From an optimization exercise on the open Yosys and OpenROAD flow, aimed at small area, a short achievable clock period and few clock cycles; shortcuts taken in it are not production practice. In this exercise RTL edits were held to simulation tests only and were not proved equivalent to the original. Power figures rest on the tool's default switching activity, not on a simulated workload.

## mcs51_core
module mcs51_core #(
  parameter int IRAM_SIZE = mcs51_pkg::IRAM_SIZE_DEFAULT
) (
  input  logic        clk,
  input  logic        reset_n,
  output logic [15:0] code_addr,
  input  logic [7:0]  code_rdata,
  output logic [7:0]  sfr_raddr,
  input  logic [7:0]  sfr_rdata,
  output logic [7:0]  sfr_waddr,
  output logic [7:0]  sfr_wdata,
  output logic        sfr_we
);
export LEC_CHECK = 0
export CAP_MARGIN = 20
export CORE_MARGIN = 2
export CORE_UTILIZATION = 40
export SLEW_MARGIN = 20
create_clock -name core_clock -period 10.0 [get_ports {clk}]
standard.sh (not shown) runs the stock make flow with config.mk's settings and CLKGATE_MAP_FILE= SYNTH_SCRIPT=/design/flow/synth_recipe.tcl, a recipe that flattens the netlist after the stock synthesis.
==> flow/flow/run.sh <==
#!/bin/bash
# The standard ORFS layout with three changes: adders are left to ABC as plain
# gates (no full/half-adder cells, which ABC cannot restructure for speed),
# timing repair aims past the clock period (repair_timing's setup margin), and
# no gate cloning, which can leave an overloaded driver after the last design
# repair.
set -euo pipefail
bash standard.sh SETUP_SLACK_MARGIN=6.5 SKIP_GATE_CLONING=1 ADDER_MAP_FILE= finish > standard_flow.log 2>&1
Testbench counts at the start, summed over its fixed seeds: cycles 39,651.
Edit:
--- a/flow/design.v
+++ b/flow/design.v
@@ -357,95 +357,95 @@
   end
   assign ctl = (fst == F_OPC) ? ctl_in : f_ctl;
   always_ff @(posedge clk) begin
     r_alu     <= ctl[7:4];
     r_src     <= ctl[3:2];
     r_dst     <= ctl[1:0];
     r_imm     <= code_rdata;
     pend_kind <= f_opc[5:4];
     pend_tgt  <= pc_rel;
   end
+  always_ff @(posedge clk) begin
+    if (fst == F_OPC && !pend_taken) begin
+      f_opc   <= code_rdata;
+      f_len3  <= (len_in == 2'd3);
+      f_ctl   <= ctl_in;
+      f_djnz  <= (code_rdata[7:3] == 5'b1101_1);
+      f_jcc   <= (code_rdata == 8'h40) || (code_rdata == 8'h50) ||
+                 (code_rdata == 8'h60) || (code_rdata == 8'h70);
+      f_sjmp  <= (code_rdata == 8'h80);
+      f_rn2   <= (code_rdata[7:3] == 5'b0111_1) || (code_rdata[7:3] == 5'b1101_1);
+      f_movda <= (code_rdata == 8'hF5);
+      f_movdi <= (code_rdata == 8'h75);
+      f_ljmp  <= (code_rdata == 8'h02);
+    end
+    if (fst == F_B1 && !stall) f_op1 <= code_rdata;
+    if (fst == F_B1 && !stall && f_movda && is_ext_sfr(code_rdata)) begin
+      sfr_waddr <= code_rdata;
+      sfr_wdata <= acc_fwd;
+    end
+    if (fst != F_OPC && fst != F_B1 && f_movdi && is_ext_sfr(f_op1)) begin
+      sfr_waddr <= f_op1;
+      sfr_wdata <= code_rdata;
+    end
+  end
   always_ff @(posedge clk or negedge reset_n) begin
     if (!reset_n) begin
       pc        <= 16'h0000;
       fst       <= F_OPC;
-      f_opc     <= 8'h00;
-      f_op1     <= 8'h00;
-      f_len3    <= 1'b0;
-      f_ctl     <= 9'h000;
-      f_djnz    <= 1'b0;
-      f_jcc     <= 1'b0;
-      f_sjmp    <= 1'b0;
-      f_rn2     <= 1'b0;
-      f_movda   <= 1'b0;
-      f_movdi   <= 1'b0;
-      f_ljmp    <= 1'b0;
       pend      <= 1'b0;
       djnz_hz_q <= 1'b0;
       fwd_hit   <= 1'b0;
       r_v       <= 1'b0;
       r_rn      <= 1'b0;
       raddr     <= 8'h00;
       sfr_we    <= 1'b0;
-      sfr_waddr <= 8'h00;
-      sfr_wdata <= 8'h00;
     end else begin
       sfr_we    <= 1'b0;
       pend      <= 1'b0;
       fwd_hit   <= r_wr_iram && !nx_raddr[7] && (addr_eff == nx_eff);
       djnz_hz_q <= (fst == F_OPC) && r_wr_iram && (addr_eff == nx_eff);
       r_v       <= issue_v;
       case (fst)
         F_OPC: begin
           if (pend_taken) begin
             pc <= pend_tgt;
           end else begin
             pc      <= pc_inc;
-            f_opc   <= code_rdata;
-            f_len3  <= (len_in == 2'd3);
-            f_ctl   <= ctl_in;
-            f_djnz  <= (code_rdata[7:3] == 5'b1101_1);
-            f_jcc   <= (code_rdata == 8'h40) || (code_rdata == 8'h50) ||
-                       (code_rdata == 8'h60) || (code_rdata == 8'h70);
-            f_sjmp  <= (code_rdata == 8'h80);
-            f_rn2   <= (code_rdata[7:3] == 5'b0111_1) || (code_rdata[7:3] == 5'b1101_1);
-            f_movda <= (code_rdata == 8'hF5);
-            f_movdi <= (code_rdata == 8'h75);
-            f_ljmp  <= (code_rdata == 8'h02);
             raddr   <= {5'b00000, code_rdata[2:0]};
             r_rn    <= 1'b1;
             if (len_in != 2'd1) fst <= F_B1;
           end
         end
         F_B1: begin
           if (!stall) begin
             pc    <= taken ? pc_rel : pc_inc;
-            f_op1 <= code_rdata;
             if (!f_rn2) begin
               raddr <= code_rdata;
               r_rn  <= 1'b0;
             end
             if (f_len3) fst <= F_B2;
             else fst <= F_OPC;
             if (f_jcc && cond_hz) pend <= 1'b1;
             if (f_movda && is_ext_sfr(code_rdata)) begin
               sfr_we    <= 1'b1;
-              sfr_waddr <= code_rdata;
-              sfr_wdata <= acc_fwd;
             end
           end
         end
         default: begin
           pc  <= f_ljmp ? {f_op1, code_rdata} : pc_inc;
           fst <= F_OPC;
           if (f_movdi && is_ext_sfr(f_op1)) begin
             sfr_we    <= 1'b1;
-            sfr_waddr <= f_op1;
-            sfr_wdata <= code_rdata;
           end
         end
       endcase
     end
   end
-  assign sfr_raddr = raddr;
+  logic [7:0] sfr_ra;
+  always_ff @(posedge clk or negedge reset_n) begin
+    if (!reset_n) sfr_ra <= 8'h00;
+    else if (fst == F_B1) sfr_ra <= code_rdata;
+  end
+  assign sfr_raddr = sfr_ra;
 endmodule
 `default_nettype wire
After rerunning: The changed run completed without violations; routed wire length barely changes; non-clock buffer count climbs by 29; utilization climbs by 0.20 points; critical path depth drops by 1; setup slack degrades by 0.27 ns; final area climbs by 0.68%; power drops by 5.8%; sequential power drops by about 0.9%; worst hold slack is about the same; first-iteration DRC count drops by 5.7%.
Testbench counts after the change, summed over its fixed seeds: cycles 39,651.

-- port drivers added, routing unchanged --
In the flow no input, the clock included, has a driving cell. The finished layouts below were timed again as built, in two steps.
Step 1, drivers: a clkbuf_16 drives clk and a buf_2 each remaining input, both assumed.
Step 2, shift: input delay + t, output delay - t, t = (earliest + latest rising clock arrival at the registers) / 2. This alone moves slack from input paths to output paths.
Slacks: ideal / step 1 / step 2; pairs: ideal / step 1.
| run | t (ns) | setup WS [ns] | worst data-port slew with drivers (ns) | pins driven straight from the clock port |
|---|---|---|---|---|
| the first run | 0.816 | 6.366 / 6.338 / 5.564 | 0.13 | 1 |
| the second run | 0.815 | 6.092 / 6.118 / 5.303 | 0.12 | 1 |
After both steps every run listed still meets setup and hold. For the first run, which loses most, drivers alone change the setup slack by -0.028 ns; drivers and shift together by -0.802 ns.
